What follows belongs to an exercise in optimizing a design on an open flow for small area, a short achievable clock period and few clock cycles per item; a production flow would make more cautious choices.
Only simulation tests tie the RTL to the original design; equivalence was not proved.

## flow/design.v (module list and top-level ports; edited modules follow where they fit)
// module esc_mul: 1853 lines
// module esc_mulf: 829 lines
// module esc_div: 102 lines
// module env_sensor_compensation_unit: 577 lines
module env_sensor_compensation_unit #(
	parameter int QUEUE_DEPTH = esc_pkg::QUEUE_DEPTH_DEF
) (
	input  logic                           clk,
	input  logic                           arst_n,
	input  logic                           s_tvalid,
	output logic                           s_tready,
	input  logic [esc_pkg::IN_DATA_W-1:0]  s_tdata,
	output logic                           m_tvalid,
	input  logic                           m_tready,
	output logic [esc_pkg::OUT_DATA_W-1:0] m_tdata,
	input  logic                           cfg_we,
	input  logic [esc_pkg::CFG_IDX_W-1:0]  cfg_index,
	input  logic [esc_pkg::CFG_DATA_W-1:0] cfg_wdata
);
  // ...
==> flow/run.sh <==
#!/bin/bash
# synth_recipe.tcl (not shown) runs the flow's synth.tcl, then flattens the netlist and writes it again
# the make line also repeats each setting of config.mk as NAME=value (left out here)
make -C /OpenROAD-flow-scripts/flow DESIGN_CONFIG=/design/flow/config.mk WORK_HOME=/design/flow/orfs CLKGATE_MAP_FILE= SYNTH_SCRIPT=/design/flow/synth_recipe.tcl finish
==> flow/config.mk <==
export PLATFORM = sky130hd
export DESIGN_NAME = env_sensor_compensation_unit
export DESIGN_NICKNAME = env_sensor_compensation_unit
export VERILOG_FILES = /design/flow/design.v
export SDC_FILE = /design/flow/constraint.sdc
export NUM_CORES = 8
export LEC_CHECK = 0
export ABC_AREA = 0
export ABC_CLOCK_PERIOD_IN_PS = 4000
export CAP_MARGIN = 30
export CORE_MARGIN = 2
export CORE_UTILIZATION = 25
export SETUP_SLACK_MARGIN = 5
export SLEW_MARGIN = 20
==> flow/constraint.sdc <==
create_clock -name core_clock -period 12.5 [get_ports {clk}]
set_input_delay 2.5000 -clock core_clock [delete_from_list [all_inputs] [get_ports {clk}]]
set_output_delay 2.5000 -clock core_clock [all_outputs]
set_load 0.01 [all_outputs]
==> flow_summary.yaml, run 1 <==
clock_network:
  cts-resized-gates: 0
  cts.path.max_buffers: 4
  cts_inserted_buffers: 209
  htreeDepth: 4
sta:
  slew_viol_final: 0
  setup_viol: 0
  fin_hold_ws_ns: 0.3262
routing:
  drt_first_iter_violations: 15620
  wl_met1_um: 211100
  drc_errors: 0
  vias_per_cell: 5.332
placement:
  place_congestion: 0.9915
worst_setup_path:
  cp_data_arrival_time_ns: 6.90
  crit_start: "facc2_q$_DFF_P_"
  crit_family: "compound AO/OA/AOI/OAI gates"
  cp-end-kind: "flop"
  crit_path_top_delay_cell: "o311ai_0"
  startpoint_type: "flop"
finish:
  mostFrequentLayoutCells: "edfxtp_1 (1,339), inv_1 (1,029), nand2_1 (922)"
  layout_commonest_cell: "edfxtp_1"
  antennaDiodeCount: 32
  nClkBuffers: 288
  finalNetCount: 14850
  design.seq.count: 2018
  num-nonclk-buffers: 497
  drive_gt1_share_pct: 6.992
  clock_area_share_pct: 4.534
logic_synthesis:
  ys_top_cells_by_count: "edfxtp_1 (1,339), inv_1 (1,032), nand2_1 (924)"
  synth_compound_area_share_pct: 17.68
  synth-simple-area-share_pct: 9.202
  synthMuxAreaShare_pct: 2.621
global_route:
  grt.total_usage_pct: 18.82
  grt_use_met1_pct: 24.01
hold_path:
  whs_path_depth: 0
die:
  nWellTaps: 7261
  row_count: 272
  die_area_um2: 558200
run_status:
  outcome: "timing/DRC/antenna clean"
Testbench counts, summed over its fixed seeds: cycles 11,375, items 768.
==> module esc_div, before the edit <==
module esc_div (
	input  logic        clk,
	input  logic        arst_n,
	input  logic        load,
	input  logic [63:0] num,
	input  logic [30:0] x1,
	output logic        done,
	output logic [63:0] zq,
	output logic        zsgn,
	output logic        qcin,
	output logic        pv
);
	logic [63:0] z_q;
	logic [29:0] r_q;
	logic [30:0] dx_q;
	logic [29:0] msk;      
	logic [32:0] n3_q;     
	logic        sn_q, sx_q, fix_q;
	logic [6:0]  cnt_q;
	logic [30:0] dxl;
	assign dxl = x1 ^ {31{x1[30]}};
	always_comb begin
		msk[29] = ~dx_q[30];
		for (int i = 28; i >= 0; i--) msk[i] = msk[i+1] & ~dx_q[i+1];
	end
	logic [15:0] zt;       
	logic [32:0] v, nd1, nd2;
	logic [32:0] t1, t2, t3;
	logic [29:0] rn;
	logic [1:0]  qd;
	logic        sk16, sk8, ci;
	always_comb begin
		ci  = ~sx_q;
		zt  = z_q[63:48];
		v   = {1'b0, r_q, zt[15:14]};
		nd1 = ~{2'b0, dx_q};             
		nd2 = ~{1'b0, dx_q, sx_q};       
		t1  = v + nd1 + {32'b0, ci};
		t2  = v + nd2 + {32'b0, ci};
		t3  = v + n3_q;
		if (!t3[32])      begin qd = 2'd3; rn = t3[29:0]; end
		else if (!t2[32]) begin qd = 2'd2; rn = t2[29:0]; end
		else if (!t1[32]) begin qd = 2'd1; rn = t1[29:0]; end
		else              begin qd = 2'd0; rn = v[29:0];  end
		sk16 = (r_q[29:14] == 16'd0) && (({r_q[13:0], zt} & msk) == 30'd0) && (cnt_q >= 7'd16);
		sk8  = (r_q[29:22] == 8'd0) && (({r_q[21:0], zt[15:8]} & msk) == 30'd0) && (cnt_q >= 7'd8);
	end
	always_ff @(posedge clk or negedge arst_n) begin
		if (!arst_n) begin
			cnt_q <= '0;
			fix_q <= 1'b0;
		end else if (load) begin
			cnt_q <= 7'd64;
			fix_q <= 1'b1;
		end else if (fix_q) begin
			fix_q <= 1'b0;
		end else if (cnt_q != 7'd0) begin
			if (sk16)     cnt_q <= cnt_q - 7'd16;
			else if (sk8) cnt_q <= cnt_q - 7'd8;
			else          cnt_q <= cnt_q - 7'd2;
		end
	end
	always_ff @(posedge clk) begin
		if (load) begin
			z_q   <= num;
			r_q   <= '0;
			dx_q  <= dxl;
			n3_q  <= ~{2'b0, dxl} + ~{1'b0, dxl, x1[30]} + {31'b0, ~x1[30], 1'b0};
			sn_q  <= num[63];
			sx_q  <= x1[30];
		end else if (fix_q) begin
			z_q <= z_q ^ {64{sn_q}};
		end else if (cnt_q != 7'd0) begin
			if (sk16) begin
				r_q <= {r_q[13:0], zt};
				z_q <= {z_q[47:0], 16'b0};
			end else if (sk8) begin
				r_q <= {r_q[21:0], zt[15:8]};
				z_q <= {z_q[55:0], 8'b0};
			end else begin
				r_q <= rn;
				z_q <= {z_q[61:0], qd};
			end
		end
	end
	logic [30:0] ra, cy;
	logic        eq1, inc;
	always_comb begin
		ra = {1'b0, r_q};
		cy[0] = 1'b0;
		cy[1] = ra[0];
		for (int i = 2; i < 31; i++) cy[i] = ra[i-1] & ~dx_q[i-1];
		eq1 = (dx_q[0] == ~ra[0]);
		for (int i = 1; i < 31; i++) eq1 = eq1 & ((ra[i] ^ dx_q[i]) == cy[i]);
		inc = sn_q && (sx_q ? (ra == dx_q) : eq1);
	end
	assign done = (cnt_q == 7'd0) && !fix_q;
	assign zq   = z_q;
	assign zsgn = sn_q ^ sx_q;
	assign qcin = (sn_q ^ sx_q) ? ~inc : inc;
	assign pv   = sx_q || (dx_q != 31'd0);
endmodule
==> inputs of run 2 (changes only) <==
--- a/flow/design.v
+++ b/flow/design.v
@@ -2775,21 +2775,21 @@
 			else          cnt_q <= cnt_q - 7'd2;
 		end
 	end
 	always_ff @(posedge clk) begin
 		if (load) begin
 			z_q   <= num;
 			r_q   <= '0;
 			dx_q  <= dxl;
-			n3_q  <= ~{2'b0, dxl} + ~{1'b0, dxl, x1[30]} + {31'b0, ~x1[30], 1'b0};
 			sn_q  <= num[63];
 			sx_q  <= x1[30];
 		end else if (fix_q) begin
-			z_q <= z_q ^ {64{sn_q}};
+			z_q  <= z_q ^ {64{sn_q}};
+			n3_q <= ~{2'b0, dx_q} + ~{1'b0, dx_q, sx_q} + {31'b0, ~sx_q, 1'b0};
 		end else if (cnt_q != 7'd0) begin
 			if (sk16) begin
 				r_q <= {r_q[13:0], zt};
 				z_q <= {z_q[47:0], 16'b0};
 			end else if (sk8) begin
 				r_q <= {r_q[21:0], zt[15:8]};
 				z_q <= {z_q[55:0], 8'b0};
 			end else begin
@@ -2890,21 +2890,16 @@
 	logic [0:0] u_psub, r_psub;
 	logic [2:0] u_pxsel, r_pxsel;
 	logic [0:0] u_pacc, r_pacc;
 	logic [2:0] u_pdest, r_pdest;
 	logic [1:0] u_pssel, r_pssel;
 	logic [1:0] u_pcsel, r_pcsel;
 	logic [0:0] u_divld, r_divld;
 	logic [0:0] u_divpar, r_divpar;
-	logic [0:0] u_wpb, r_wpb;
-	logic [0:0] u_wcc, r_wcc;
-	logic [0:0] u_wnb, r_wnb;
-	logic [0:0] u_wpq, r_wpq;
-	logic [0:0] u_wc9, r_wc9;
 	logic [0:0] u_qn, r_qn;
 	logic [2:0] u_qnoff, r_qnoff;
 	logic [0:0] u_qnpar, r_qnpar;
 	logic [0:0] u_tfw, r_tfw;
 	logic [0:0] u_prw, r_prw;
 	logic [2:0] u_prwoff, r_prwoff;
 	logic [0:0] u_prwpar, r_prwpar;
 	logic [0:0] u_th0, r_th0;
@@ -2919,47 +2914,47 @@
 	logic [2:0] u_sk3, r_sk3;
 	logic [2:0] u_sk4, r_sk4;
 	logic [2:0] u_skoff1, r_skoff1;
 	logic [2:0] u_skoff2, r_skoff2;
 	logic [2:0] u_skoff3, r_skoff3;
 	logic [2:0] u_skoff4, r_skoff4;
 	logic [4:0] rom_addr;
 	always_comb begin
-		r_fv = '0; r_fasel = '0; r_fbsel = '0; r_fsh = '0; r_fsub = '0; r_fxsel = '0; r_facc = '0; r_fdest = '0; r_pv = '0; r_pasel = '0; r_pbsel = '0; r_psh = '0; r_psub = '0; r_pxsel = '0; r_pacc = '0; r_pdest = '0; r_pssel = '0; r_pcsel = '0; r_divld = '0; r_divpar = '0; r_wpb = '0; r_wcc = '0; r_wnb = '0; r_wpq = '0; r_wc9 = '0; r_qn = '0; r_qnoff = '0; r_qnpar = '0; r_tfw = '0; r_prw = '0; r_prwoff = '0; r_prwpar = '0; r_th0 = '0; r_th1 = '0; r_th2 = '0; r_th3 = '0; r_hh0 = '0; r_hh1 = '0; r_hh2 = '0; r_sk1 = '0; r_sk2 = '0; r_sk3 = '0; r_sk4 = '0; r_skoff1 = '0; r_skoff2 = '0; r_skoff3 = '0; r_skoff4 = '0;
+		r_fv = '0; r_fasel = '0; r_fbsel = '0; r_fsh = '0; r_fsub = '0; r_fxsel = '0; r_facc = '0; r_fdest = '0; r_pv = '0; r_pasel = '0; r_pbsel = '0; r_psh = '0; r_psub = '0; r_pxsel = '0; r_pacc = '0; r_pdest = '0; r_pssel = '0; r_pcsel = '0; r_divld = '0; r_divpar = '0; r_qn = '0; r_qnoff = '0; r_qnpar = '0; r_tfw = '0; r_prw = '0; r_prwoff = '0; r_prwpar = '0; r_th0 = '0; r_th1 = '0; r_th2 = '0; r_th3 = '0; r_hh0 = '0; r_hh1 = '0; r_hh2 = '0; r_sk1 = '0; r_sk2 = '0; r_sk3 = '0; r_sk4 = '0; r_skoff1 = '0; r_skoff2 = '0; r_skoff3 = '0; r_skoff4 = '0;
 		case (rom_addr)
-			5'd0: begin r_fv = 1; r_fasel = 7; r_fbsel = 10; r_fdest = 2; r_pv = 1; r_pasel = 8; r_pbsel = 8; r_pdest = 1; r_wc9 = 1; end
-			5'd1: begin r_fv = 1; r_fasel = 1; r_fbsel = 1; r_fdest = 5; r_pv = 1; r_pasel = 1; r_pbsel = 4; r_pxsel = 3; r_pdest = 3; r_wcc = 1; r_prw = 1; r_prwoff = 5; r_prwpar = 1; r_skoff4 = 4; r_sk4 = 7; end
-			5'd2: begin r_fv = 1; r_fdest = 4; r_pv = 1; r_pasel = 3; r_pbsel = 5; r_psh = 1; r_pxsel = 1; r_pacc = 1; r_pdest = 3; r_wcc = 1; r_skoff3 = 4; r_sk3 = 7; end
+			5'd0: begin r_fv = 1; r_fasel = 7; r_fbsel = 10; r_fdest = 2; r_pv = 1; r_pasel = 8; r_pbsel = 8; r_pdest = 2; end
+			5'd1: begin r_fv = 1; r_fasel = 1; r_fbsel = 1; r_fdest = 5; r_pv = 1; r_pasel = 1; r_pbsel = 4; r_pxsel = 3; r_pdest = 6; r_prw = 1; r_prwoff = 5; r_prwpar = 1; r_skoff4 = 4; r_sk4 = 7; end
+			5'd2: begin r_fv = 1; r_fdest = 4; r_pv = 1; r_pasel = 3; r_pbsel = 5; r_psh = 1; r_pxsel = 1; r_pacc = 1; r_pdest = 6; r_skoff3 = 4; r_sk3 = 7; end
 			5'd3: begin r_fv = 1; r_fasel = 8; r_fbsel = 11; r_fdest = 2; r_skoff2 = 4; r_sk2 = 7; end
-			5'd4: begin r_fv = 1; r_fasel = 2; r_fbsel = 2; r_fdest = 5; r_pv = 1; r_pasel = 9; r_pbsel = 9; r_pdest = 5; r_skoff1 = 4; r_sk1 = 7; r_skoff4 = 4; r_sk4 = 5; end
-			5'd5: begin r_pv = 1; r_pasel = 10; r_pbsel = 9; r_psh = 2; r_pxsel = 1; r_pacc = 1; r_pdest = 5; r_skoff3 = 4; r_sk3 = 5; r_skoff4 = 4; r_sk4 = 5; end
-			5'd6: begin r_pv = 1; r_pasel = 11; r_pbsel = 10; r_pdest = 6; r_skoff2 = 4; r_sk2 = 5; r_skoff3 = 4; r_sk3 = 5; r_skoff4 = 4; r_sk4 = 6; end
-			5'd7: begin r_fv = 1; r_fasel = 5; r_fbsel = 8; r_fxsel = 4; r_fdest = 1; r_pv = 1; r_pasel = 11; r_pbsel = 11; r_psh = 1; r_pxsel = 1; r_pacc = 1; r_pdest = 6; r_hh0 = 1; r_hh1 = 1; r_hh2 = 1; r_skoff1 = 4; r_sk1 = 5; r_skoff2 = 4; r_sk2 = 5; r_skoff3 = 4; r_sk3 = 6; r_skoff4 = 4; r_sk4 = 6; end
-			5'd8: begin r_pv = 1; r_pasel = 11; r_pbsel = 12; r_psh = 2; r_pxsel = 1; r_pacc = 1; r_pdest = 6; r_skoff1 = 4; r_sk1 = 5; r_skoff2 = 4; r_sk2 = 6; r_skoff3 = 4; r_sk3 = 6; end
-			5'd9: begin r_pv = 1; r_pasel = 11; r_pbsel = 13; r_psh = 3; r_pxsel = 1; r_pacc = 1; r_pdest = 6; r_skoff1 = 4; r_sk1 = 6; r_skoff2 = 4; r_sk2 = 6; r_skoff4 = 1; r_sk4 = 3; end
-			5'd10: begin r_pv = 1; r_pasel = 12; r_pbsel = 10; r_psh = 2; r_pxsel = 1; r_pacc = 1; r_pdest = 6; r_skoff1 = 4; r_sk1 = 6; r_skoff3 = 1; r_sk3 = 3; end
-			5'd11: begin r_pv = 1; r_pasel = 12; r_pbsel = 11; r_psh = 3; r_pxsel = 1; r_pacc = 1; r_pdest = 6; r_skoff2 = 1; r_sk2 = 3; r_sk4 = 2; end
-			5'd12: begin r_pv = 1; r_pasel = 4; r_pbsel = 6; r_pdest = 1; r_tfw = 1; r_th0 = 1; r_th1 = 1; r_th2 = 1; r_th3 = 1; r_skoff1 = 1; r_sk1 = 3; r_sk3 = 2; end
-			5'd13: begin r_pv = 1; r_pasel = 5; r_pbsel = 6; r_psh = 2; r_pxsel = 1; r_pacc = 1; r_pdest = 1; r_sk2 = 2; end
-			5'd14: begin r_fv = 1; r_fasel = 3; r_fbsel = 5; r_fxsel = 2; r_fdest = 4; r_pv = 1; r_pdest = 3; r_sk1 = 2; end
-			5'd15: begin r_pv = 1; r_pbsel = 1; r_psh = 1; r_pxsel = 1; r_pacc = 1; r_pdest = 3; r_skoff4 = 1; r_sk4 = 4; end
-			5'd16: begin r_fv = 1; r_fasel = 3; r_fbsel = 4; r_fdest = 2; r_wpb = 1; r_pv = 1; r_pxsel = 4; r_pdest = 5; r_pssel = 2; r_pcsel = 2; r_skoff3 = 1; r_sk3 = 4; end
-			5'd17: begin r_fv = 1; r_fasel = 6; r_fbsel = 9; r_fdest = 1; r_pv = 1; r_pdest = 2; r_wpq = 1; r_pssel = 1; r_pcsel = 1; r_qn = 1; r_qnoff = 3; r_qnpar = 1; r_skoff2 = 1; r_sk2 = 4; end
-			5'd18: begin r_pv = 1; r_pasel = 6; r_pbsel = 7; r_divld = 1; r_divpar = 1; r_skoff1 = 1; r_sk1 = 4; r_sk4 = 1; end
+			5'd4: begin r_fv = 1; r_fasel = 2; r_fbsel = 2; r_fdest = 5; r_pv = 1; r_pasel = 9; r_pbsel = 9; r_pdest = 3; r_skoff1 = 4; r_sk1 = 7; r_skoff4 = 4; r_sk4 = 5; end
+			5'd5: begin r_pv = 1; r_pasel = 10; r_pbsel = 9; r_psh = 2; r_pxsel = 1; r_pacc = 1; r_pdest = 3; r_skoff3 = 4; r_sk3 = 5; r_skoff4 = 4; r_sk4 = 5; end
+			5'd6: begin r_fv = 1; r_fasel = 5; r_fbsel = 8; r_fxsel = 4; r_fdest = 3; r_pv = 1; r_pasel = 11; r_pbsel = 10; r_pdest = 5; r_skoff2 = 4; r_sk2 = 5; r_skoff3 = 4; r_sk3 = 5; r_skoff4 = 4; r_sk4 = 6; end
+			5'd7: begin r_pv = 1; r_pasel = 11; r_pbsel = 11; r_psh = 1; r_pxsel = 1; r_pacc = 1; r_pdest = 5; r_hh0 = 1; r_hh1 = 1; r_hh2 = 1; r_skoff1 = 4; r_sk1 = 5; r_skoff2 = 4; r_sk2 = 5; r_skoff3 = 4; r_sk3 = 6; r_skoff4 = 4; r_sk4 = 6; end
+			5'd8: begin r_pv = 1; r_pasel = 11; r_pbsel = 12; r_psh = 2; r_pxsel = 1; r_pacc = 1; r_pdest = 5; r_skoff1 = 4; r_sk1 = 5; r_skoff2 = 4; r_sk2 = 6; r_skoff3 = 4; r_sk3 = 6; end
+			5'd9: begin r_pv = 1; r_pasel = 11; r_pbsel = 13; r_psh = 3; r_pxsel = 1; r_pacc = 1; r_pdest = 5; r_skoff1 = 4; r_sk1 = 6; r_skoff2 = 4; r_sk2 = 6; r_skoff4 = 1; r_sk4 = 3; end
+			5'd10: begin r_pv = 1; r_pasel = 12; r_pbsel = 10; r_psh = 2; r_pxsel = 1; r_pacc = 1; r_pdest = 5; r_skoff1 = 4; r_sk1 = 6; r_skoff3 = 1; r_sk3 = 3; end
+			5'd11: begin r_pv = 1; r_pasel = 12; r_pbsel = 11; r_psh = 3; r_pxsel = 1; r_pacc = 1; r_pdest = 5; r_skoff2 = 1; r_sk2 = 3; r_sk4 = 2; end
+			5'd12: begin r_pv = 1; r_pasel = 4; r_pbsel = 6; r_pdest = 2; r_tfw = 1; r_th0 = 1; r_th1 = 1; r_th2 = 1; r_th3 = 1; r_skoff1 = 1; r_sk1 = 3; r_sk3 = 2; end
+			5'd13: begin r_pv = 1; r_pasel = 5; r_pbsel = 6; r_psh = 2; r_pxsel = 1; r_pacc = 1; r_pdest = 2; r_sk2 = 2; end
+			5'd14: begin r_fv = 1; r_fasel = 3; r_fbsel = 4; r_fdest = 2; r_pv = 1; r_pdest = 6; r_sk1 = 2; end
+			5'd15: begin r_pv = 1; r_pbsel = 1; r_psh = 1; r_pxsel = 1; r_pacc = 1; r_pdest = 6; r_skoff4 = 1; r_sk4 = 4; end
+			5'd16: begin r_fv = 1; r_fasel = 3; r_fbsel = 5; r_fxsel = 2; r_fdest = 4; r_pv = 1; r_pxsel = 4; r_pdest = 3; r_pssel = 2; r_pcsel = 2; r_skoff3 = 1; r_sk3 = 4; end
+			5'd17: begin r_fv = 1; r_fasel = 6; r_fbsel = 9; r_fdest = 1; r_pv = 1; r_pdest = 4; r_pssel = 1; r_pcsel = 1; r_qn = 1; r_qnoff = 3; r_qnpar = 1; r_skoff2 = 1; r_sk2 = 4; end
+			5'd18: begin r_fv = 1; r_fasel = 3; r_fbsel = 3; r_fsub = 1; r_fxsel = 1; r_fdest = 6; r_pv = 1; r_pasel = 6; r_pbsel = 7; r_divld = 1; r_divpar = 1; r_skoff1 = 1; r_sk1 = 4; r_sk4 = 1; end
 			5'd19: begin r_pv = 1; r_pasel = 7; r_pbsel = 7; r_psh = 2; r_pxsel = 1; r_pacc = 1; r_divld = 1; r_divpar = 1; r_sk3 = 1; end
-			5'd20: begin r_fv = 1; r_fasel = 3; r_fbsel = 3; r_fsub = 1; r_fxsel = 1; r_fdest = 6; r_pv = 1; r_pasel = 1; r_pbsel = 2; r_psub = 1; r_pxsel = 2; r_pdest = 4; r_wnb = 1; r_sk2 = 1; end
-			5'd21: begin r_fv = 1; r_fasel = 4; r_fbsel = 6; r_fdest = 3; r_pv = 1; r_pasel = 2; r_pbsel = 3; r_psh = 1; r_psub = 1; r_pxsel = 1; r_pacc = 1; r_pdest = 4; r_wnb = 1; r_sk1 = 1; end
+			5'd20: begin r_pv = 1; r_pasel = 1; r_pbsel = 2; r_psub = 1; r_pxsel = 2; r_pdest = 1; r_sk2 = 1; end
+			5'd21: begin r_fv = 1; r_fasel = 4; r_fbsel = 6; r_fdest = 3; r_pv = 1; r_pasel = 2; r_pbsel = 3; r_psh = 1; r_psub = 1; r_pxsel = 1; r_pacc = 1; r_pdest = 1; r_sk1 = 1; end
 			5'd22: begin r_fv = 1; r_fasel = 4; r_fbsel = 7; r_fsh = 1; r_fxsel = 3; r_facc = 1; r_fdest = 3; end
 			default: ;
 		endcase
 	end
 	always_ff @(posedge clk) begin
 		if (adv || idle_q) begin
-			u_fv <= r_fv; u_fasel <= r_fasel; u_fbsel <= r_fbsel; u_fsh <= r_fsh; u_fsub <= r_fsub; u_fxsel <= r_fxsel; u_facc <= r_facc; u_fdest <= r_fdest; u_pv <= r_pv; u_pasel <= r_pasel; u_pbsel <= r_pbsel; u_psh <= r_psh; u_psub <= r_psub; u_pxsel <= r_pxsel; u_pacc <= r_pacc; u_pdest <= r_pdest; u_pssel <= r_pssel; u_pcsel <= r_pcsel; u_divld <= r_divld; u_divpar <= r_divpar; u_wpb <= r_wpb; u_wcc <= r_wcc; u_wnb <= r_wnb; u_wpq <= r_wpq; u_wc9 <= r_wc9; u_qn <= r_qn; u_qnoff <= r_qnoff; u_qnpar <= r_qnpar; u_tfw <= r_tfw; u_prw <= r_prw; u_prwoff <= r_prwoff; u_prwpar <= r_prwpar; u_th0 <= r_th0; u_th1 <= r_th1; u_th2 <= r_th2; u_th3 <= r_th3; u_hh0 <= r_hh0; u_hh1 <= r_hh1; u_hh2 <= r_hh2; u_sk1 <= r_sk1; u_sk2 <= r_sk2; u_sk3 <= r_sk3; u_sk4 <= r_sk4; u_skoff1 <= r_skoff1; u_skoff2 <= r_skoff2; u_skoff3 <= r_skoff3; u_skoff4 <= r_skoff4;
+			u_fv <= r_fv; u_fasel <= r_fasel; u_fbsel <= r_fbsel; u_fsh <= r_fsh; u_fsub <= r_fsub; u_fxsel <= r_fxsel; u_facc <= r_facc; u_fdest <= r_fdest; u_pv <= r_pv; u_pasel <= r_pasel; u_pbsel <= r_pbsel; u_psh <= r_psh; u_psub <= r_psub; u_pxsel <= r_pxsel; u_pacc <= r_pacc; u_pdest <= r_pdest; u_pssel <= r_pssel; u_pcsel <= r_pcsel; u_divld <= r_divld; u_divpar <= r_divpar; u_qn <= r_qn; u_qnoff <= r_qnoff; u_qnpar <= r_qnpar; u_tfw <= r_tfw; u_prw <= r_prw; u_prwoff <= r_prwoff; u_prwpar <= r_prwpar; u_th0 <= r_th0; u_th1 <= r_th1; u_th2 <= r_th2; u_th3 <= r_th3; u_hh0 <= r_hh0; u_hh1 <= r_hh1; u_hh2 <= r_hh2; u_sk1 <= r_sk1; u_sk2 <= r_sk2; u_sk3 <= r_sk3; u_sk4 <= r_sk4; u_skoff1 <= r_skoff1; u_skoff2 <= r_skoff2; u_skoff3 <= r_skoff3; u_skoff4 <= r_skoff4;
 		end
 	end
 	logic c_pb17, c_a18, c_c53, c_nb53, c_qv32, c_c953, c_pq53;
 	logic [7:0] cv;
 	assign cv = {c_pq53, c_c953, c_qv32, c_nb53, c_c53, c_a18, c_pb17, 1'b0};
 	logic sk1, sk2, sk3, sk4;
 	assign sk1 = (u_sk1 != 3'd0) && (cv[u_sk1] || !vq[u_skoff1]);
 	assign sk2 = (u_sk2 != 3'd0) && (cv[u_sk2] || !vq[u_skoff2]);
@@ -3025,20 +3020,20 @@
 	logic [31:0] gF0_q;    
 	logic [27:0] gF1_q;    
 	logic [21:0] gF2_q;    
 	logic [20:0] gF3_q;    
 	logic [19:0] gF4_q;    
 	logic [16:0] gF5_q;    
 	logic [63:0] gP0_q;    
 	logic [63:0] gP1_q;    
-	logic [63:0] gP2_q;    
+	logic [55:0] gP2_q;    
 	logic [63:0] gP3_q;    
-	logic [55:0] gP4_q;    
-	logic [38:0] gP5_q;    
+	logic [38:0] gP4_q;    
+	logic [63:0] gP5_q;    
 	logic signed [21:0] tf_q;
 	logic signed [17:0] e1;
 	logic signed [16:0] dt;
 	logic signed [22:0] hvb, av;
 	logic [63:0] nbi;
 	assign dt  = $signed({1'b0, in_t[16:1]}) - $signed({1'b0, t1});
 	assign e1  = {dt, in_t[0]};    
 	assign hvb = 23'(tf_q) - 23'sd76800;
@@ -3052,17 +3047,17 @@
 	always_comb begin
 		case (u_fasel)
 			4'd0: fopa = 25'($signed(e1));  
 			4'd1: fopa = 25'($signed(dt));  
 			4'd2: fopa = 25'($signed(gF4_q[19:0]));  
 			4'd3: fopa = 25'($signed(hvb));  
 			4'd4: fopa = 25'($signed(gF3_q[20:0]));  
 			4'd5: fopa = {3'b0, ~gF2_q[21:21], gF2_q[20:0]};  
-			4'd6: fopa = 25'($signed(gF0_q[31:14]));  
+			4'd6: fopa = 25'($signed(gF2_q[21:4]));  
 			4'd7: fopa = 25'($signed(gF0_q[31:15]));  
 			4'd8: fopa = gF1_q[27:3];  
 			default: fopa = '0;
 		endcase
 		case (u_fbsel)
 			4'd0: fopb = 18'($signed(t2));  
 			4'd1: fopb = 18'($signed(dt));  
 			4'd2: fopb = 18'($signed(t3));  
@@ -3108,40 +3103,45 @@
 	logic [31:0] fys1, fyc1;
 	always_comb begin
 		case (fsh1_q)
 			2'd1:    begin fys1 = {fmul_s[15:0], 16'b0}; fyc1 = {fmul_c[15:0], 16'b0}; end
 			default: begin fys1 = fmul_s; fyc1 = fmul_c; end
 		endcase
 		if (fsub1_q) begin fys1 = ~fys1; fyc1 = ~fyc1; end
 	end
+	logic [31:0] fxv1, fmaj1;
+	always_comb begin
+		case (fxsel1_q)
+			3'd0: fxv1 = 32'(32'd0);  
+			3'd1: fxv1 = 32'({kx_q, 14'b0});  
+			3'd2: fxv1 = 32'(32'd1 << 26);  
+			3'd3: fxv1 = 32'(32'd0);  
+			3'd4: fxv1 = 32'(32'd1 << 13);  
+			default: fxv1 = '0;
+		endcase
+		fmaj1 = (fys1 & fyc1) | (fys1 & fxv1) | (fyc1 & fxv1);
+	end
 	esc_mulf u_mulf (.a(fa_q), .bneg(fbneg_q), .bone(fbone_q), .btwo(fbtwo_q), .s(fmul_s), .c(fmul_c));
 	always_ff @(posedge clk) begin
-		fs_q <= fys1;
-		fc_q <= fyc1;
+		fs_q <= fys1 ^ fyc1 ^ fxv1;
+		fc_q <= {fmaj1[30:0], fsub1_q};
 	end
 	logic [31:0] fys, fyc, fxv, fxs, fxc, fk_s, fk_c, fk_c1, fm_c;
 	always_comb begin
 		fys = fs_q; fyc = fc_q;
-		case (fxsel2_q)
-			3'd0: fxv = 32'(32'd0);  
-			3'd1: fxv = 32'({kx_q, 14'b0});  
-			3'd2: fxv = 32'(32'd1 << 26);  
-			3'd3: fxv = 32'(32'd0);  
-			3'd4: fxv = 32'(32'd1 << 13);  
-			default: fxv = '0;
-		endcase
+		fxv = '0;
 		fxs = facc2_q ? facc_q : fxv;
 		fxc = '0;
 		fk_s = fys ^ fyc ^ fxs;
 		fk_c = (fys & fyc) | (fys & fxs) | (fyc & fxs);
 		fk_c1 = {fk_c[30:0], fsub2_q};
 		fm_c = (fk_s & fk_c1) | (fk_s & fxc) | (fk_c1 & fxc);
 	end
-	assign fr = fk_s + fk_c1 + 32'(fsub2_q);
+	assign fr = fk_s + fk_c1;
 	always_ff @(posedge clk) begin
 		facc_q <= fr;
 	end
 	always_ff @(posedge clk) begin
 		if (fv2_q && fdest2_q == 3'd1) gF0_q <= fr[31:0];
 		if (fv2_q && fdest2_q == 3'd2) gF1_q <= fr[31:4];
 		if (fv2_q && fdest2_q == 3'd3) gF2_q <= fr[31:10];
 		if (fv2_q && fdest2_q == 3'd4) gF3_q <= fr[31:11];
@@ -3149,45 +3149,45 @@
 		if (fv2_q && fdest2_q == 3'd6) gF5_q <= fr[31:15];
 	end
 	logic [52:0] popa, pa_q;
 	logic [17:0] popb;
 	logic [8:0]  pbneg_q, pbone_q, pbtwo_q;
 	always_comb begin
 		case (u_pasel)
 			4'd0: popa = 53'($signed(av));  
-			4'd1: popa = {7'b0, gP2_q[45:0]};  
+			4'd1: popa = {7'b0, gP5_q[45:0]};  
 			4'd2: popa = 53'($signed({av, 1'b0}));  
 			4'd3: popa = 53'($signed({av, 4'b0}));  
-			4'd4: popa = (c_c53 ? gP2_q[60:8] : {21'b0, gP2_q[39:8]});  
-			4'd5: popa = 53'($signed(gP2_q[63:40]));  
-			4'd6: popa = (c_nb53 ? gP3_q[52:0] : {21'b0, gP3_q[31:0]});  
-			4'd7: popa = 53'($signed(gP3_q[63:32]));  
-			4'd8: popa = 53'($signed(gP1_q[63:13]));  
-			4'd9: popa = (c_pq53 ? gP1_q[52:0] : {21'b0, gP1_q[31:0]});  
-			4'd10: popa = {21'b0, gP1_q[63:32]};  
-			4'd11: popa = (c_c953 ? gP0_q[52:0] : {21'b0, gP0_q[31:0]});  
-			4'd12: popa = {21'b0, gP0_q[63:32]};  
+			4'd4: popa = (c_c53 ? gP5_q[60:8] : {21'b0, gP5_q[39:8]});  
+			4'd5: popa = 53'($signed(gP5_q[63:40]));  
+			4'd6: popa = (c_nb53 ? gP0_q[52:0] : {21'b0, gP0_q[31:0]});  
+			4'd7: popa = 53'($signed(gP0_q[63:32]));  
+			4'd8: popa = 53'($signed(gP3_q[63:13]));  
+			4'd9: popa = (c_pq53 ? gP3_q[52:0] : {21'b0, gP3_q[31:0]});  
+			4'd10: popa = {21'b0, gP3_q[63:32]};  
+			4'd11: popa = (c_c953 ? gP1_q[52:0] : {21'b0, gP1_q[31:0]});  
+			4'd12: popa = {21'b0, gP1_q[63:32]};  
 			default: popa = '0;
 		endcase
 		case (u_pbsel)
 			4'd0: popb = {c_a18 ? av[17:16] : 2'b00, av[15:0]};  
 			4'd1: popb = 18'($signed(av[22:16]));  
 			4'd2: popb = 18'($signed(p6));  
 			4'd3: popb = 18'($signed(p5));  
 			4'd4: popb = 18'($signed(p3));  
 			4'd5: popb = 18'($signed(p2));  
 			4'd6: popb = {2'b0, p1};  
 			4'd7: popb = 18'd3125;  
 			4'd8: popb = 18'($signed(p9));  
 			4'd9: popb = 18'($signed(p8));  
-			4'd10: popb = {2'b0, gP1_q[28:13]};  
-			4'd11: popb = {{2{c_qv32 & gP1_q[44:44]}}, gP1_q[44:29]};  
-			4'd12: popb = {2'b0, gP1_q[60:45]};  
-			4'd13: popb = {2'b0, {13{gP1_q[63:63]}}, gP1_q[63:61]};  
+			4'd10: popb = {2'b0, gP3_q[28:13]};  
+			4'd11: popb = {{2{c_qv32 & gP3_q[44:44]}}, gP3_q[44:29]};  
+			4'd12: popb = {2'b0, gP3_q[60:45]};  
+			4'd13: popb = {2'b0, {13{gP3_q[63:63]}}, gP3_q[63:61]};  
 			default: popb = '0;
 		endcase
 	end
 	logic [63:0] pmul_s, pmul_c, ps_q, pc_q, ps2_q, pc2_q, pr, pacc_q;
 	logic pv1_q, pv2_q, pv3_q, pacc1_q, pacc2_q, psub1_q, psub2_q;
 	logic [1:0] psh1_q, psh2_q;
 	logic [2:0] pxsel1_q, pxsel2_q;
 	logic [2:0] pdest1_q, pdest2_q, pdest3_q;
@@ -3218,22 +3218,22 @@
 		divld1_q <= u_divld[0]; divld2_q <= divld1_q; divld3_q <= divld2_q;
 		divp1_q <= par_q ^ u_divpar[0]; divp2_q <= divp1_q; divp3_q <= divp2_q;
 		cin2_q <= qn1_q & qcin;
 	end
 	esc_mul u_mulp (.a(pa_q), .bneg(pbneg_q), .bone(pbone_q), .btwo(pbtwo_q), .s(pmul_s), .c(pmul_c));
 	always_ff @(posedge clk) begin
 		case (pssel1_q)
 			2'd1:    ps_q <= zq;
-			2'd2:    ps_q <= 64'($signed(gP4_q[55:11]));
+			2'd2:    ps_q <= 64'($signed(gP2_q[55:11]));
 			default: ps_q <= pmul_s;
 		endcase
 		case (pcsel1_q)
 			2'd1:    pc_q <= '0;
-			2'd2:    pc_q <= 64'($signed(gP5_q[38:0]));
+			2'd2:    pc_q <= 64'($signed(gP4_q[38:0]));
 			default: pc_q <= pmul_c;
 		endcase
 	end
 	logic [63:0] pys, pyc, pxv, pxs, pxc, pk_s, pk_c, pk_c1, pm_c;
 	always_comb begin
 		case (psh2_q)
 			default: begin pys = ps_q; pyc = pc_q; end
 			2'd1: begin pys = {ps_q[47:0], 16'b0}; pyc = {pc_q[47:0], 16'b0}; end
@@ -3241,17 +3241,17 @@
 			2'd3: begin pys = {ps_q[15:0], 48'b0}; pyc = {pc_q[15:0], 48'b0}; end
 		endcase
 		if (psub2_q) begin pys = ~pys; pyc = ~pyc; end
 		case (pxsel2_q)
 			3'd0: pxv = 64'(64'd0);  
 			3'd1: pxv = 64'(64'd0);  
 			3'd2: pxv = 64'(nbi);  
 			3'd3: pxv = 64'(64'd1 << 55);  
-			3'd4: pxv = 64'(gP1_q[63:0]);  
+			3'd4: pxv = 64'(gP3_q[63:0]);  
 			default: pxv = '0;
 		endcase
 		pxs = pacc2_q ? ps2_q : pxv;
 		pxc = pacc2_q ? pc2_q : '0;
 		pk_s = pys ^ pyc ^ pxs;
 		pk_c = (pys & pyc) | (pys & pxs) | (pyc & pxs);
 		pk_c1 = {pk_c[62:0], psub2_q};
 		pm_c = (pk_s & pk_c1) | (pk_s & pxc) | (pk_c1 & pxc);
@@ -3259,66 +3259,58 @@
 	always_ff @(posedge clk) begin
 		ps2_q <= pk_s ^ pk_c1 ^ pxc;
 		pc2_q <= {pm_c[62:0], (qn2_q ? cin2_q : psub2_q)};
 	end
 	assign pr = ps2_q + pc2_q;
 	always_ff @(posedge clk) begin
 		if (pv3_q && pdest3_q == 3'd1) gP0_q <= pr[63:0];
 		if (pv3_q && pdest3_q == 3'd2) gP1_q <= pr[63:0];
-		if (pv3_q && pdest3_q == 3'd3) gP2_q <= pr[63:0];
+		if (pv3_q && pdest3_q == 3'd3) gP2_q <= pr[63:8];
 		if (pv3_q && pdest3_q == 3'd4) gP3_q <= pr[63:0];
-		if (pv3_q && pdest3_q == 3'd5) gP4_q <= pr[63:8];
-		if (pv3_q && pdest3_q == 3'd6) gP5_q <= pr[63:25];
+		if (pv3_q && pdest3_q == 3'd5) gP4_q <= pr[63:25];
+		if (pv3_q && pdest3_q == 3'd6) gP5_q <= pr[63:0];
 	end
 	logic signed [21:0] tf_n;
-	logic signed [22:0] av_n;
 	always_ff @(posedge clk) begin
 		c_pb17 <= (gF1_q[27:22] == {6{gF1_q[22:22]}});    
-		c_qv32 <= (gP1_q[63:44] == {20{gP1_q[44:44]}});    
+		c_qv32 <= (gP3_q[63:44] == {20{gP3_q[44:44]}});    
+		c_pq53 <= (gP3_q[63:52] == {12{gP3_q[52:52]}});
+		c_c53  <= (gP5_q[63:60] == {4{gP5_q[60:60]}});
+		c_nb53 <= (gP0_q[63:52] == {12{gP0_q[52:52]}});
+		c_c953 <= (gP1_q[63:52] == {12{gP1_q[52:52]}});
 	end
 	assign tf_n = 22'($signed(gF3_q[20:0])) + 22'($signed(gF4_q[19:2]));
+	logic signed [22:0] av_n;
 	assign av_n = 23'(tf_n) - 23'sd128000;
-	logic fwpb1_q, fwpb2_q, pwcc1_q, pwcc2_q, pwcc3_q, pwnb1_q, pwnb2_q, pwnb3_q, pwpq1_q, pwpq2_q, pwpq3_q, pwc91_q, pwc92_q, pwc93_q;
 	always_ff @(posedge clk) begin
 		if (adv && u_tfw[0]) begin
 			tf_q  <= tf_n;
 			c_a18 <= (av_n[22:17] == {6{av_n[17]}});
 		end
-		fwpb1_q <= u_wpb[0]; fwpb2_q <= fwpb1_q;
-		pwcc1_q <= u_wcc[0]; pwcc2_q <= pwcc1_q; pwcc3_q <= pwcc2_q;
-		pwnb1_q <= u_wnb[0]; pwnb2_q <= pwnb1_q; pwnb3_q <= pwnb2_q;
-		pwpq1_q <= u_wpq[0]; pwpq2_q <= pwpq1_q; pwpq3_q <= pwpq2_q;
-		pwc91_q <= u_wc9[0]; pwc92_q <= pwc91_q; pwc93_q <= pwc92_q;
-		if (pv3_q && pwcc3_q) c_c53 <= (pr[63:60] == {4{pr[60]}});
-		if (pv3_q && pwnb3_q) c_nb53 <= (pr[63:52] == {12{pr[52]}});
-		if (pv3_q && pwpq3_q) begin
-			c_pq53 <= (pr[63:52] == {12{pr[52]}});
-		end
-		if (pv3_q && pwc93_q) c_c953 <= (pr[63:52] == {12{pr[52]}});
 	end
 	logic [1:0] pvk_q;
 	esc_div u_div0 (
 		.clk    (clk),
 		.arst_n (arst_n),
 		.load   (pv3_q && divld3_q && divp3_q == 1'b0),
 		.num    (pr),
-		.x1     (gP0_q[63:33]),
+		.x1     (gP1_q[63:33]),
 		.done   (div_done[0]),
 		.zq     (zq0),
 		.zsgn   (zsgn0),
 		.qcin   (qcin0),
 		.pv     (dpv0)
 	);
 	esc_div u_div1 (
 		.clk    (clk),
 		.arst_n (arst_n),
 		.load   (pv3_q && divld3_q && divp3_q == 1'b1),
 		.num    (pr),
-		.x1     (gP0_q[63:33]),
+		.x1     (gP1_q[63:33]),
 		.done   (div_done[1]),
 		.zq     (zq1),
 		.zsgn   (zsgn1),
 		.qcin   (qcin1),
 		.pv     (dpv1)
 	);
 	assign zq   = qnp1_q ? zq1 : zq0;
 	assign qcin = qnp1_q ? qcin1 : qcin0;
@@ -3347,17 +3339,17 @@
 	always_comb begin
 		if (hv[31])                   hum_c = 17'd0;
 		else if (hv > 32'd419430400)  hum_c = 17'd102400;
 		else                          hum_c = hv[28:12];
 	end
 	logic [56:0] pres_r;
 	logic [31:0] pres_lo_q;
 	logic        pres_neg_q, pres_ovf_q;
-	assign pres_r = 57'($signed(gP4_q[55:0])) + 57'($signed({p7, 4'b0}));
+	assign pres_r = 57'($signed(gP2_q[55:0])) + 57'($signed({p7, 4'b0}));
 	always_ff @(posedge clk) begin
 		pres_lo_q  <= pres_r[31:0];
 		pres_neg_q <= pres_r[56];
 		pres_ovf_q <= |pres_r[55:32];
 	end
 	logic [31:0] pres_sat;
 	always_comb begin
 		if (pres_neg_q)       pres_sat = 32'd0;
==> flow/config.mk (replaced) <==
export PLATFORM = sky130hd
export DESIGN_NAME = env_sensor_compensation_unit
export DESIGN_NICKNAME = env_sensor_compensation_unit
export VERILOG_FILES = /design/flow/design.v
export SDC_FILE = /design/flow/constraint.sdc
export NUM_CORES = 8
export LEC_CHECK = 0
export ABC_AREA = 1
export CAP_MARGIN = 30
export CORE_MARGIN = 2
export CORE_UTILIZATION = 25
export SETUP_SLACK_MARGIN = 5
export SLEW_MARGIN = 20
==> run 2 against run 1 <==
Clock-buffer cell count shrank 5. Synthesized cell count grew 21%. Wire length grew 16%. Utilization grew 0.13 points. Critical path depth shrank 1. Register-to-register slack lost 0.23 ns. Area after synthesis grew 3.6%. Maximum frequency shrank 3.5%. Via count grew 15%. Critical endpoint is now u_div1.r_q[24]$_SDFFE_PP0P_. Largest cell class unchanged.
==> flow_summary.yaml, run 2 <==
clock_network:
  cts.path.max_buffers: 4
  tritoncts: "yes"
  cts_setup_buffers: 0
  htreeDepth: 4
  cts_sinks: 2004
  ctsHoldBuffers: 0
  root_buffer: "clkbuf_16"
  cts_inserted_buffers: 226
  cts.clk_slew.worst_paths_ns: 0.06
  cts-resized-gates: 0
  insertion_delay_ns: 0.97
global_route:
  antenna_found_initial: 85
  grt_max_degree: 95
  grt_pass1_vias: 119500
  grt_pass1_wl_um: 894000
  grt_overflow_total: 0
  grt.total_usage_pct: 21.14
die:
  core_area_um2: 569400
  start_util_pct: 25.13
  row_count: 277
  ioPinCount: 194
  die_w_um: 760.5
  chipHeight_um: 760.5
  die_area_um2: 578400
finish:
  final_cells: 24140
  multi_input_area_um2: 78880
  area_growth_pct: 13.64
  drive_gt1_share_pct: 5.555
  n_fill_cell: 60310
  layout_commonest_cell: "nand2_1"
  finalNetCount: 17970
  fin_util_pct: 28.55
  seqCellArea_um2: 53700
  mostFrequentLayoutCells: "nand2_1 (2,809), inv_1 (2,028), edfxtp_1 (1,334)"
sta:
  fmax_mhz: 152.8
  tightest_slew_ns: 1.313
  layout_setup_ws_ns: 5.954
  setup_tns_ns: 0
  hold_violations: 0
  skew_ns: 0.07565
  slew_viol_final: 0
  final.period_utilization_pct: 52.37
  setup_viol: 0
  relSlewSlack_pct: 12.47
  rsz0062_at_grt: "no"
  period_minus_slack_ns: 6.546
worst_setup_path:
  crit_start: "u_div1.dx_q[29]$_DFFE_PP_"
  path_class: "flop to flop"
  crit_family: "simple AND/OR/NAND/NOR gates"
  startpoint_type: "flop"
  cp-end-kind: "flop"
  crit_chain: "inv_1 -> ha_1 -> nand3_1 -> nor2_2 -> nand4_1 -> nor2_2 -> nand4_1 -> nor2_1 -> nand4_1 -> nor2_2 -> nand4_2 -> nor2_4 -> nand4_2 -> nand3_2 -> buf_4 -> nand2_1 -> inv_1 -> nand3_1 -> nand3b_1 -> nand2_1"
  crit_path_top_delay_cell: "inv_1"
  cp_data_arrival_time_ns: 7.35
  worstReg2RegEnd: "u_div1.r_q[24]$_SDFFE_PP0P_"
  crit_required_ns: 13.30
  crit_path_max_incr_delay_ns: 0.78
  crit_path_max_fanout: 70
  crit_buf_inv: 3
  r2r_slack_ns: 5.95
  rr_startpoint: "u_div1.dx_q[29]$_DFFE_PP_"
  ff2ff_path_depth: 20
logic_synthesis:
  syn_inst: 16330
  synth-seq-cells: 2004
  synth_area_leaders: "edfxtp_1 (28%), fa_1 (9.5%), dfxtp_1 (8.8%), nand2_1 (7.4%), xor2_1 (7.3%)"
  ys_seq_area_share_pct: 37.52
  synth_top_flop_cell: "edfxtp_1"
  synth_cell_types: 75
  yosysWarnings: 2
  synth_top_area_cell: "edfxtp_1"
  synth_edf_count: 1334
  syn-cell-area_um2: 143100
  avgSynthCellArea_um2: 8.763
  ys_top_cells_by_count: "nand2_1 (2,813), inv_1 (2,040), edfxtp_1 (1,334)"
  yosysMostFrequentCell: "nand2_1"
  synth_top_area_share_pct: 28.00
  synthArstFlopShare_pct: 2.046
hold_path:
  hold_path_class: "flop to flop"
  min_to: "pxsel2_q[1]$_DFF_P_"
  min_from: "pxsel1_q[1]$_DFF_P_"
  whs_path_depth: 0
run:
  cap_violations: 0
routing:
  drc_errors: 0
  vias_per_cell: 5.283
  ant_nets: 0
  first_pass_iters: 7
  wire_per_inst_um: 26.56
  drt_first_iter_violations: 18530
  vias: 127500
  wl_um: 641000
placement:
  dp_hpwl_um: 477400
  placedCellCount: 23630
  place_congestion: 1.057
  post-place-ws_ns: 6.179
  portBuffers: 184
run_status:
  outcome: "timing/DRC/antenna clean"
-- run 2: cell types whose count changed in the layout (fill, tap and decap cells not counted), moves of 130 or more --
cell and delta:
inv_1 +999, o22ai_1 +783, nor2_1 +468, nand2_1 +1887
mux2i_1 -238, xnor2_1 -562, nand3_1 +343, xor2_1 +448
nand2b_1 -130, o21ai_0 +332, a21oi_1 +223, a22oi_1 -785
-- run 2: layer usage --
layer	routed length, µm	track usage [%]
met5	476	0
met3	86240	7.600
met4	40950	11.27
met2	263400	30.56
met1	250000	27.41
-- run 2: layout make-up --
class                   count  share of cell area, %
inverters                2147                  4.959
well taps                7533                  5.797
clock buffers             283                  3.808
diodes                     61                0.09389
multi-input cells       11460                  48.52
repair buffers            514                  2.820
clock inverters           142                 0.9789
flip-flops and latches   2004                  33.03
-- run 2: worst max path at each step --
| stage | end | slack [ns] | cells past startpoint |
|---|---|---|---|
| 4_1_cts | u_div1.r_q[26]$_SDFFE_PP0P_ | 6.15 | 20 |
| 6_report | u_div1.r_q[24]$_SDFFE_PP0P_ | 5.95 | 20 |
| 3_3_place_gp | u_div1.z_q[14]$_DFFE_PP_ | 6.11 | 19 |
| 5_1_grt | u_div1.r_q[24]$_SDFFE_PP0P_ | 5.73 | 20 |
| 3_5_place_dp | u_div1.r_q[26]$_SDFFE_PP0P_ | 6.18 | 20 |
| 2_1_floorplan | c_a18$_DFFE_PP_ | 6.26 | 4 |
-- run 2: metrics by stage --
| step | instance area [µm²] | hold slack (ns) |
|---|---|---|
| finish | 162600 | 0.3039 |
| global route | 162500 | 0.3177 |
| global placement | 153900 | 0.3102 |
| floorplan | 143100 | 0.3096 |
| detailed placement | 154400 | 0.3118 |
| CTS | 162200 | 0.3194 |
-- run 2: logic make-up (layout without fill, tap and decap cells) --
group / Yosys count / after routing / synth area share [%]
AOI/OAI and AO/OA: 3614 / 3614 / 15.21
xor gates and xnor gates: 1405 / 1405 / 8.601
adders and majority gates: 1509 / 1509 / 16.76
buffers and inverters: 2873 / 3086 / 7.658
DFF: 2004 / 2004 / 37.52
muxes: 8 / 8 / 0.06121
other: 1 / 67 / 0.002621
and+or+nand+nor: 4913 / 4913 / 14.19
-- run 2: worst reg2reg max path: cells and delay by family (launching register included) --
family                     cells  cell delay [ns]
adders and majority gates      1             0.41
buffers and inverters          3             1.77
DFF                            1             0.50
and+or+nand+nor               16             3.76
Testbench counts of run 2, summed over its fixed seeds: cycles 11,375, items 768.
==> inputs of run 3 (changes only) <==
--- a/flow/config.mk
+++ b/flow/config.mk
@@ -5,7 +5,8 @@
 export SDC_FILE = /design/flow/constraint.sdc
 export NUM_CORES = 8
 export LEC_CHECK = 0
-export ABC_AREA = 1
+export ABC_AREA = 0
+export ABC_CLOCK_PERIOD_IN_PS = 3000
 export CAP_MARGIN = 30
 export CORE_MARGIN = 2
 export CORE_UTILIZATION = 25
==> run 3 against run 2 <==
Die area fell by 2.2%. First-iteration DRC count fell by 13%. Non-clock buffer count rose by 8. Clock skew fell by 0.011 ns. Cell area fell by 2.3%. Wire length fell by 13%. Clock-buffer cell count fell by 3. Cell count fell by 12%. Sequential cell count did not move. Critical path depth fell by 5. Critical endpoint is now gP4_q[32]$_DFFE_PP_.
==> flow_summary.yaml, run 3 <==
run_status:
  outcome: "timing/DRC/antenna clean"
logic_synthesis:
  ys_seq_area_share_pct: 38.35
  synth_top_area_cell: "edfxtp_1"
  syn_inst: 13700
  synth_edf_count: 1334
  synth_top_area_share_pct: 28.62
  avgSynthCellArea_um2: 10.22
  synth_top_flop_cell: "edfxtp_1"
  synth_cell_types: 110
  synth-seq-cells: 2004
  synthArstFlopShare_pct: 2.046
  yosysMostFrequentCell: "edfxtp_1"
  synth_area_leaders: "edfxtp_1 (29%), fa_1 (9.7%), dfxtp_1 (9.0%), ha_1 (7.4%), xnor2_1 (4.9%)"
  syn-cell-area_um2: 140000
  ys_top_cells_by_count: "edfxtp_1 (1,334), nand2_1 (963), inv_1 (899)"
  yosysWarnings: 2
routing:
  vias_per_cell: 5.321
  wl_um: 558900
  drc_errors: 0
  vias: 113000
  first_pass_iters: 13
  wire_per_inst_um: 26.32
  ant_nets: 0
  drt_first_iter_violations: 16180
run:
  cap_violations: 0
clock_network:
  cts-resized-gates: 0
  insertion_delay_ns: 0.94
  cts.path.max_buffers: 4
  cts_setup_buffers: 0
  ctsHoldBuffers: 0
  cts_sinks: 2004
  cts_inserted_buffers: 217
  cts.clk_slew.worst_paths_ns: 0.07
  htreeDepth: 4
  tritoncts: "yes"
  root_buffer: "clkbuf_16"
sta:
  fmax_mhz: 155.9
  rsz0062_at_grt: "no"
  hold_violations: 0
  layout_setup_ws_ns: 6.086
  setup_tns_ns: 0
  skew_ns: 0.06445
  slew_viol_final: 0
  relSlewSlack_pct: 17.30
  setup_viol: 0
  tightest_slew_ns: 1.234
  period_minus_slack_ns: 6.414
  final.period_utilization_pct: 51.31
  fin_hold_ws_ns: 0.3243
worst_setup_path:
  critical_path_depth: 15
  crit_buf_inv: 2
  crit_chain: "ha_1 -> a2111oi_0 -> o21ai_0 -> a211oi_1 -> nor4_1 -> o211ai_1 -> o31ai_1 -> buf_4 -> a21oi_1 -> o211ai_1 -> a41oi_1 -> o21ai_0 -> a21o_1 -> xnor2_1 -> inv_1"
  crit_path_top_delay_cell: "xnor2_1"
  r2r_slack_ns: 6.09
  cp-end-kind: "flop"
  cp_data_arrival_time_ns: 6.90
  crit_family: "compound AO/OA/AOI/OAI gates"
  crit_start: "ps2_q[10]$_DFF_P_"
  ff2ff_path_depth: 15
  crit_required_ns: 12.99
  startpoint_type: "flop"
  crit_path_max_incr_delay_ns: 0.72
  critical_path.endpoint: "gP4_q[32]$_DFFE_PP_"
  worstReg2RegEnd: "gP4_q[32]$_DFFE_PP_"
  rr_startpoint: "ps2_q[10]$_DFF_P_"
  crit_path_max_fanout: 7
  path_class: "flop to flop"
placement:
  dp_hpwl_um: 411400
  portBuffers: 184
  post-place-ws_ns: 6.151
  placedCellCount: 20780
  place_congestion: 0.9953
die:
  die_area_um2: 565900
  row_count: 274
  ioPinCount: 194
  start_util_pct: 25.12
  core_area_um2: 557100
  chipHeight_um: 752.2
  die_w_um: 752.2
global_route:
  grt_pass1_wl_um: 790900
  antenna_found_initial: 74
  grt_overflow_total: 0
  grt.total_usage_pct: 18.83
  grt_pass1_vias: 107000
  grt_max_degree: 99
finish:
  fin_util_pct: 28.52
  drive_gt1_share_pct: 6.865
  mostFrequentLayoutCells: "edfxtp_1 (1,334), nand2_1 (960), inv_1 (897)"
  layout_commonest_cell: "edfxtp_1"
  finalNetCount: 15190
  final_cells: 21240
  area_growth_pct: 13.52
  n_fill_cell: 57780
hold_path:
  hold_path_class: "flop to flop"
## run 3: cell count changes after synthesis, moves of 339 or more
cell | previous run | this run
a22oi_1 | 12 | 796
inv_1 | 2040 | 899
nand2_1 | 2813 | 963
o22ai_1 | 810 | 26
o21ai_0 | 933 | 594
nor2_1 | 1074 | 720
xnor2_1 | 207 | 786
xor2_1 | 1198 | 766
## run 3: cell type report
class	instances	area [µm²]	share of cell area [%]
multi-input combinational	9917	80020	50.37
sequential	2004	53800	33.86
tap	7452	9324	5.868
clock buffer	280	5933	3.734
timing repair buffer	522	4738	2.982
inverter	902	3393	2.136
clock inverter	126	1590	1.001
antenna	33	82.58	0.05198
## run 3: worst min-delay path by stage
stage | startpoint | end | slack [ns] | depth (start not counted)
6_report | pacc1_q$_DFF_P_ | pacc2_q$_DFF_P_ | 0.32 | 0
4_1_cts | pdest2_q[2]$_DFF_P_ | pdest3_q[2]$_DFF_P_ | 0.33 | 0
3_5_place_dp | pdest1_q[2]$_DFF_P_ | pdest2_q[2]$_DFF_P_ | 0.31 | 0
3_3_place_gp | pacc1_q$_DFF_P_ | pacc2_q$_DFF_P_ | 0.31 | 0
2_1_floorplan | divld1_q$_DFF_P_ | divld2_q$_DFF_P_ | 0.31 | 0
5_1_grt | pdest1_q[2]$_DFF_P_ | pdest2_q[2]$_DFF_P_ | 0.33 | 0
## run 3: metal layers
layer  wire [µm]  vias up  share of wire (%)  global-route usage (%)
met5         307        -              0.055                  0.1094
li1            -    49200                  -                       -
met2      241600     6644                 43                   28.65
met1      220900    55890                 40                   24.74
met4       32310       36                5.8                   9.104
met3       63840     1244                 11                   4.989
## run 3: cell families (layout without fill, tap and decap cells)
kind of cell    after synthesis  in the layout  synth area share (%)
compound gates             3585           3585                 17.58
flops                      2004           2004                 38.35
xor+xnor                   1552           1552                 9.712
fa+ha+maj                  1509           1509                 17.13
buf+inv                    1781           1830                 4.852
mux                         337            337                 2.519
simple gates               2928           2928                 9.855
other cells                   1             39              0.002679
## run 3: metrics by stage
stage | instance area, µm²
global route | 158800
global placement | 150400
CTS | 158400
detailed placement | 150900
floorplan | 140000
finish | 158900
==> inputs of run 4 (changes only) <==
--- a/flow/config.mk
+++ b/flow/config.mk
@@ -6,7 +6,7 @@
 export NUM_CORES = 8
 export LEC_CHECK = 0
 export ABC_AREA = 0
-export ABC_CLOCK_PERIOD_IN_PS = 3000
+export ABC_CLOCK_PERIOD_IN_PS = 4000
 export CAP_MARGIN = 30
 export CORE_MARGIN = 2
 export CORE_UTILIZATION = 25
==> run 4 against run 3 <==
First-iteration DRC count did not move. Worst setup slack did not move. Highest routed layer unchanged. Cell area did not move. Cell count did not move. Still clean. Critical endpoint unchanged. Critical path depth did not move. Via count did not move. Clock-buffer cell count did not move. Global-route usage did not move. Sequential share of layout area did not move.
==> flow_summary.yaml, run 4 <==
sta:
  fmax_mhz: 155.9
  period_minus_slack_ns: 6.414
  final.period_utilization_pct: 51.31
  slew_viol_final: 0
  layout_setup_ws_ns: 6.086
  tightest_slew_ns: 1.234
  relSlewSlack_pct: 17.30
  setup_viol: 0
  fin_hold_ws_ns: 0.3243
  rsz0062_at_grt: "no"
  skew_ns: 0.06445
  setup_tns_ns: 0
  hold_violations: 0
global_route:
  grt_pass1_wl_um: 790900
  grt_max_degree: 99
  antenna_found_initial: 74
  grt.total_usage_pct: 18.83
  grt_pass1_vias: 107000
  grt_overflow_total: 0
finish:
  layout_commonest_cell: "edfxtp_1"
  mostFrequentLayoutCells: "edfxtp_1 (1,334), nand2_1 (960), inv_1 (897)"
  drive_gt1_share_pct: 6.865
  area_growth_pct: 13.52
  n_fill_cell: 57780
  finalNetCount: 15190
  fin_area_um2: 158900
clock_network:
  cts.path.max_buffers: 4
  cts_sinks: 2004
  cts_inserted_buffers: 217
  cts_setup_buffers: 0
  tritoncts: "yes"
  ctsHoldBuffers: 0
  htreeDepth: 4
  cts.clk_slew.worst_paths_ns: 0.07
  cts-resized-gates: 0
  root_buffer: "clkbuf_16"
  insertion_delay_ns: 0.94
logic_synthesis:
  synth_top_flop_cell: "edfxtp_1"
  synth_top_area_cell: "edfxtp_1"
  ys_seq_area_share_pct: 38.35
  syn-cell-area_um2: 140000
  synth-seq-cells: 2004
  synthArstFlopShare_pct: 2.046
  synth_top_area_share_pct: 28.62
  synth_edf_count: 1334
  synth_area_leaders: "edfxtp_1 (29%), fa_1 (9.7%), dfxtp_1 (9.0%), ha_1 (7.4%), xnor2_1 (4.9%)"
  ys_top_cells_by_count: "edfxtp_1 (1,334), nand2_1 (963), inv_1 (899)"
  synth_cell_types: 110
  avgSynthCellArea_um2: 10.22
  syn_inst: 13700
  yosysWarnings: 2
  yosysMostFrequentCell: "edfxtp_1"
hold_path:
  hold_path_class: "flop to flop"
worst_setup_path:
  rr_startpoint: "ps2_q[10]$_DFF_P_"
  crit_start: "ps2_q[10]$_DFF_P_"
  worstReg2RegEnd: "gP4_q[32]$_DFFE_PP_"
  critical_path.endpoint: "gP4_q[32]$_DFFE_PP_"
  crit_path_max_fanout: 7
  r2r_slack_ns: 6.09
  path_class: "flop to flop"
  startpoint_type: "flop"
  crit_required_ns: 12.99
  ff2ff_path_depth: 15
  cp-end-kind: "flop"
  cp_data_arrival_time_ns: 6.90
placement:
  place_congestion: 0.9953
  dpl_cell_area_um2: 150900
  dp_hpwl_um: 411400
  post-place-ws_ns: 6.151
  portBuffers: 184
routing:
  vias_per_cell: 5.321
  first_pass_iters: 13
  ant_nets: 0
  drc_errors: 0
  drt_first_iter_violations: 16180
  wl_um: 558900
  wire_per_inst_um: 26.32
  vias: 113000
die:
  row_count: 274
  die_area_um2: 565900
  ioPinCount: 194
  start_util_pct: 25.12
  die_w_um: 752.2
  core_area_um2: 557100
  chipHeight_um: 752.2
run:
  cap_violations: 0
run_status:
  outcome: "timing/DRC/antenna clean"
[run 4: cell counts in the layout (fill, tap and decap cells not counted)]
No cell type changed its count.
[run 4: layout make-up]
cell class	count	area, µm²	share of cell area [%]
Antenna cell	33	82.58	0.05198
Clock buffer	280	5933	3.734
Clock inverter	126	1590	1.001
Inverter	902	3393	2.136
Multi-Input combinational cell	9917	80020	50.37
Sequential cell	2004	53800	33.86
Tap cell	7452	9324	5.868
Timing Repair Buffer	522	4738	2.982
[run 4: worst min path at each step]
| stage | slack [ns] | startpoint | cells after the start | to |
|---|---|---|---|---|
| 6_report | 0.32 | pacc1_q$_DFF_P_ | 0 | pacc2_q$_DFF_P_ |
| 2_1_floorplan | 0.31 | divld1_q$_DFF_P_ | 0 | divld2_q$_DFF_P_ |
| 3_5_place_dp | 0.31 | pdest1_q[2]$_DFF_P_ | 0 | pdest2_q[2]$_DFF_P_ |
| 3_3_place_gp | 0.31 | pacc1_q$_DFF_P_ | 0 | pacc2_q$_DFF_P_ |
| 5_1_grt | 0.33 | pdest1_q[2]$_DFF_P_ | 0 | pdest2_q[2]$_DFF_P_ |
| 4_1_cts | 0.33 | pdest2_q[2]$_DFF_P_ | 0 | pdest3_q[2]$_DFF_P_ |
[run 4: stage by stage]
step / cells / utilization, %
2_1_floorplan: 13700 / -
3_3_place_gp: 20740 / 27.00
3_5_place_dp: 20780 / 27.09
4_1_cts: 21180 / 28.44
5_1_grt: 21210 / 28.51
6_report: 21240 / 28.52
[run 4: routing by layer]
layer | up-vias | GRT usage [%] | routed length (µm)
met2 | 6644 | 28.65 | 241600
li1 | 49200 | - | -
met5 | - | 0.1094 | 307
met1 | 55890 | 24.74 | 220900
met4 | 36 | 9.104 | 32310
met3 | 1244 | 4.989 | 63840
[run 4: kinds of logic (layout without fill, tap and decap cells)]
group	count (synthesis)	after routing	share of synthesized area [%]
AO/OA/AOI/OAI	3585	3585	17.58
AND/OR/NAND/NOR	2928	2928	9.855
flip-flops	2004	2004	38.35
buffers and inverters	1781	1830	4.852
XOR/XNOR	1552	1552	9.712
adder cells (fa/ha/maj)	1509	1509	17.13
multiplexers	337	337	2.519
other	1	39	0.002679
[run 4: critical path, cell delays in order, from the launching register on]
cell	delay (ns)
dfxtp_1	0.33
ha_1	0.39
a2111oi_0	0.67
o21ai_0	0.20
a211oi_1	0.61
nor4_1	0.25
o211ai_1	0.36
o31ai_1	0.10
buf_4	0.17
a21oi_1	0.27
o211ai_1	0.35
a41oi_1	0.58
o21ai_0	0.14
a21o_1	0.20
xnor2_1	0.72
inv_1	0.60

## re-timing with driven ports
In the flow no input, the clock included, has a driving cell. The finished layouts below were timed again as built, in two steps. Step 1, drivers: a clkbuf_16 drives clk and a buf_2 each remaining input, both assumed. Step 2 adds t to the input delays and takes it off the output delays; t is the mean of the earliest and latest rising clock arrival at the registers after step 1. Input paths then give back, and output paths get back, about the clock's delay inside the block. Slacks: ideal ports / drivers / drivers and shift; pairs: ideal ports / drivers.
run | t (ns) | setup slack, ns | worst setup path after step 2 | latest minus earliest clock arrival (ns) | cell pins on the clock port's net
run 1 | 1.002 | 6.185 / 6.185 / 6.007 | input to register | 0.092 / 0.093 | 1
run 2 | 1.055 | 5.954 / 5.954 / 5.954 | register to register | 0.075 / 0.076 | 1
run 3 | 1.000 | 6.086 / 6.086 / 6.086 | register to register | 0.068 / 0.069 | 1
run 4 | 1.000 | 6.086 / 6.086 / 6.086 | register to register | 0.068 / 0.069 | 1
After both steps every run listed still meets setup and hold. For run 1, which loses most, drivers alone change the setup slack by 0.000 ns; drivers and shift together by -0.178 ns.
